Context: an optimization exercise on an open-source flow, tuned for small area and a short achievable clock period. The choices shown serve that exercise and are no tape-out recipe. Only simulation tests tie the RTL to the original design; equivalence was not proved. No activity file was given, so power comes from the tool's default toggle rates.

==> flow/design.v <==
module drp_responder #(
    parameter int LATENCY = 4    
) (
    input  logic        clk,
    input  logic        rst,
    input  logic        den,
    input  logic        dwe,
    input  logic [6:0]  daddr,
    input  logic [15:0] di,
    output logic [15:0] drp_do,
    output logic        drdy,
    input  logic        sample_valid,
    input  logic [5:0]  sample_chan,
    input  logic [11:0] sample_data,
    output logic        proto_err
);
    logic        p1, p2, p3;
    logic        busy, accept;   
    logic [7:0]  a_hi;       
    logic [15:0] a_lo;       
    logic        we_r;
    logic [15:0] di_r;
    logic [3:0]  s_hi;       
    logic [15:0] s_lo;       
    logic [11:0] s_d;
    logic        rst_r;
    logic [11:0] meas [64];
    logic [15:0] cfg  [64];
    logic [15:0] rd_data;
    logic [15:0] h_rdata;
    assign accept = den & ~busy & ~rst;
    always_ff @(posedge clk) begin
        if (rst) begin
            busy      <= 1'b0;
            p1        <= 1'b0;
            p2        <= 1'b0;
            p3        <= 1'b0;
            drdy      <= 1'b0;
            proto_err <= 1'b0;
            s_hi      <= 4'h0;
            s_d       <= 12'h000;
            di_r      <= 16'h0000;
        end else begin
            busy      <= accept | p1 | p2 | p3;
            p1        <= accept;
            p2        <= p1;
            p3        <= p2;
            drdy      <= p3;
            proto_err <= proto_err | (den & busy);
            s_hi      <= sample_valid ? 4'b1 << sample_chan[5:4] : 4'h0;
            s_d       <= sample_data;
            di_r      <= di;
        end
    end
    always_ff @(posedge clk) begin
        rst_r <= rst;
        a_hi  <= 8'b1 << daddr[6:4];
        a_lo  <= 16'b1 << daddr[3:0];
        we_r  <= dwe;
        s_lo  <= 16'b1 << sample_chan[3:0];
    end
    logic [7:0]  g_sel;
    logic [11:0] gm_r [4];
    logic [15:0] gc_r [4];
    assign g_sel = we_r ? 8'h00 : a_hi;
    always_ff @(posedge clk) begin
        for (int j = 0; j < 4; j++) begin
            logic [11:0] gm;
            logic [15:0] gc;
            gm = 12'h000;
            gc = 16'h0000;
            for (int i = 0; i < 16; i++) begin
                gm = gm | ({12{a_lo[i]}} & meas[16*j + i]);
                gc = gc | ({16{a_lo[i]}} & cfg[16*j + i]);
            end
            gm_r[j] <= {12{g_sel[j]}} & gm;
            gc_r[j] <= {16{g_sel[4 + j]}} & gc;
        end
    end
    always_comb begin
        rd_data = 16'h0000;
        for (int j = 0; j < 4; j++) begin
            rd_data = rd_data | {gm_r[j], 4'b0000} | gc_r[j];
        end
    end
    always_ff @(posedge clk) begin
        if (p2) h_rdata <= rd_data;
    end
    always_ff @(posedge clk) begin
        if (rst || !p3) drp_do <= 16'h0000;
        else            drp_do <= h_rdata;
    end
    logic [11:0] m_wd;
    logic [15:0] c_wd;
    assign m_wd = s_d;
    assign c_wd = di_r;
    for (genvar g = 0; g < 64; g++) begin : g_regs
        logic m_ld, c_ld;
        assign m_ld = rst_r | (s_hi[g / 16] && s_lo[g % 16]);
        assign c_ld = rst_r | (p1 && we_r && a_hi[4 + g / 16] && a_lo[g % 16]);
        always_ff @(posedge clk) begin
            if (m_ld) meas[g] <= m_wd;
        end
        always_ff @(posedge clk) begin
            if (c_ld) cfg[g] <= c_wd;
        end
    end
endmodule
clock: 4.0 ns
lec_check: 0
cap_margin: 20
core_margin: 2
core_utilization: 55
cts_cluster_diameter: 200
cts_cluster_size: 30
setup_slack_margin: 2.0
slew_margin: 20
standard.sh (not shown) runs the stock make flow with config.mk's settings and CLKGATE_MAP_FILE= SYNTH_SCRIPT=/design/flow/synth_recipe.tcl, a recipe that flattens the netlist after the stock synthesis.
==> flow/flow/run.sh <==
#!/bin/bash
set -euo pipefail
bash standard.sh MATCH_CELL_FOOTPRINT=0 finish > flow_standard.log 2>&1
Edit:
==> flow/run.sh (new file) <==
#!/bin/bash
# synth_recipe.tcl (not shown) runs the flow's synth.tcl, then flattens the netlist and writes it again
# the make line also repeats each setting of config.mk as NAME=value (left out here)
make -C /OpenROAD-flow-scripts/flow DESIGN_CONFIG=/design/flow/config.mk WORK_HOME=/design/flow/orfs CLKGATE_MAP_FILE= SYNTH_SCRIPT=/design/flow/synth_recipe.tcl finish
--- a/flow/config.mk
+++ b/flow/config.mk
@@ -10,5 +10,5 @@
 export CORE_UTILIZATION = 55
 export CTS_CLUSTER_DIAMETER = 200
-export CTS_CLUSTER_SIZE = 30
-export SETUP_SLACK_MARGIN = 2.0
+export CTS_CLUSTER_SIZE = 25
+export SETUP_SLACK_MARGIN = 2.2
 export SLEW_MARGIN = 20
removed: flow/flow/run.sh
removed: flow/standard.sh
Die area is unchanged.
Clock power rose by about 8%.
Design area climbs by 2.5%.
Worst setup slack got worse by 6.9 ps.
Register-to-register slack gets better by 130 ps.
Via count rises by about 2%.
Utilization goes up by 1.5 points.
Edit:
--- a/flow/config.mk
+++ b/flow/config.mk
@@ -10,5 +10,5 @@
 export CORE_UTILIZATION = 55
 export CTS_CLUSTER_DIAMETER = 200
-export CTS_CLUSTER_SIZE = 25
+export CTS_CLUSTER_SIZE = 30
 export SETUP_SLACK_MARGIN = 2.2
 export SLEW_MARGIN = 20
The new run finished with timing, DRC and antenna clean; routed wire length stays flat; die area stays the same; register-to-register slack gets better by 50 ps; clock power goes down by about 7%; via count is lower by 0.58%.


## run 1
drp_responder, a different RTL version from the one above (not shown whole).
Size: roughly 3,700 cells after synthesis, about 2,000 flip-flops, ~0.070 mm² of cells after synthesis.
make LEC_CHECK=0 CAP_MARGIN=20 CORE_MARGIN=2 CORE_UTILIZATION=68 CTS_CLUSTER_DIAMETER=200 CTS_CLUSTER_SIZE=30 SETUP_SLACK_MARGIN=2.0 SLEW_MARGIN=20 finish   # period 4.0 ns
run.sh (not shown) runs the stock make flow with config.mk's settings and CLKGATE_MAP_FILE= SYNTH_SCRIPT=/design/flow/synth_recipe.tcl, a recipe that flattens the netlist after the stock synthesis.
Stock flow here: none of the scripts above is used.
For run 2, these inputs were changed with respect to run 1:
- CTS_CLUSTER_DIAMETER no longer set, was 200
- CORE_UTILIZATION now 55, was 68
- CTS_BUF_LIST now sky130_fd_sc_hd__clkbuf_8, previously not set
Results
Looking at termination of the worst setup path, the drp_do[3] result is from run 2; the meas[14][0] one comes from run 1. Level count of the clock H-tree: run 2 > run 1. Going from run 1 to run 2, the met2 track utilization from global routing was found to have gone down by 6.9 points. Run 2 ended up with a lower critical path depth than run 1 did. What run 1 reported for total power has to be multiplied by 1.18 to get the figure for run 2. Routability-driven placement congestion ratio is higher on run 1. Going from run 1 to run 2, part of the power in registers dropped 10 points, maximum number of buffers from clock root to sink climbed 1, overall global routing resource usage dropped 4.6 points.
> inputs changed (run 2 -> run 3)
- clearing CTS_BUF_LIST, which used to be sky130_fd_sc_hd__clkbuf_8
- clearing CTS_CLUSTER_SIZE, which used to be 30
### Flow results
- Of the two values seen for startpoint of the most critical setup path, drdy was produced by run 3 and drp_do[3] by run 2.
- Run 3 vs run 2 on final critical-path setup slack: run 3 is the higher one.
- Worst hold slack after final layout delta for run 3 relative to run 2: 0.18 ns higher
- Status: non-clock buffer contribution to total cell area parity (run 2, run 3)
- Compared with run 2, in run 3 total number of vias went down, combinational cell power stayed essentially flat, final clock period utilization by the worst path shows a reduction of 3.7 points, largest clock skew in the final design moved down, wire length dropped 1.8%.

==> afterwards: timing with drivers on the ports <==
The flow's constraints put no driver on any port. The routed layouts listed below were extracted and timed again, unchanged, in two steps.
Step 1 (the two cells are an assumption about what drives the block):
set clk [get_ports {clk}]
set_driving_cell -lib_cell sky130_fd_sc_hd__clkbuf_16 $clk
set_driving_cell -lib_cell sky130_fd_sc_hd__buf_2 [delete_from_list [all_inputs] $clk]
Step 2 adds t to the input delays and takes it off the output delays; t is the mean of the earliest and latest rising clock arrival at the registers after step 1. Input paths then give back, and output paths get back, about the clock's delay inside the block.
a / b / c = ideal / step 1 / step 2; a / b = the first two.
run | shift t [ns] | setup slack, ns | hold WS [ns] | slew at the worst register clock pin (ns) | pins driven straight from the clock port
the first run of note 1 | 0.766 | 1.981 / 1.922 / 1.472 | 0.451 / 0.451 / 0.451 | 0.12 / 0.12 | 1
the second run of note 1 | 0.795 | 1.974 / 1.892 / 1.645 | 0.449 / 0.449 / 0.449 | 0.10 / 0.10 | 1
the third run of note 1 | 0.768 | 1.996 / 1.925 / 1.672 | 0.452 / 0.452 / 0.452 | 0.12 / 0.12 | 1
run 1 | 0.765 | 1.870 / 1.870 / 1.702 | 0.454 / 0.454 / 0.454 | 0.11 / 0.11 | 1
run 2 | 1.052 | 1.700 / 1.626 / 1.230 | 0.249 / 0.201 / 0.448 | 0.07 / 0.07 | 1
run 3 | 0.875 | 1.847 / 1.770 / 1.466 | 0.432 / 0.387 / 0.432 | 0.07 / 0.07 | 1
After both steps every run listed still meets setup and hold. The setup slack of the first run of note 1, which loses most, moves by -0.059 ns with the drivers and by -0.509 ns with both steps.
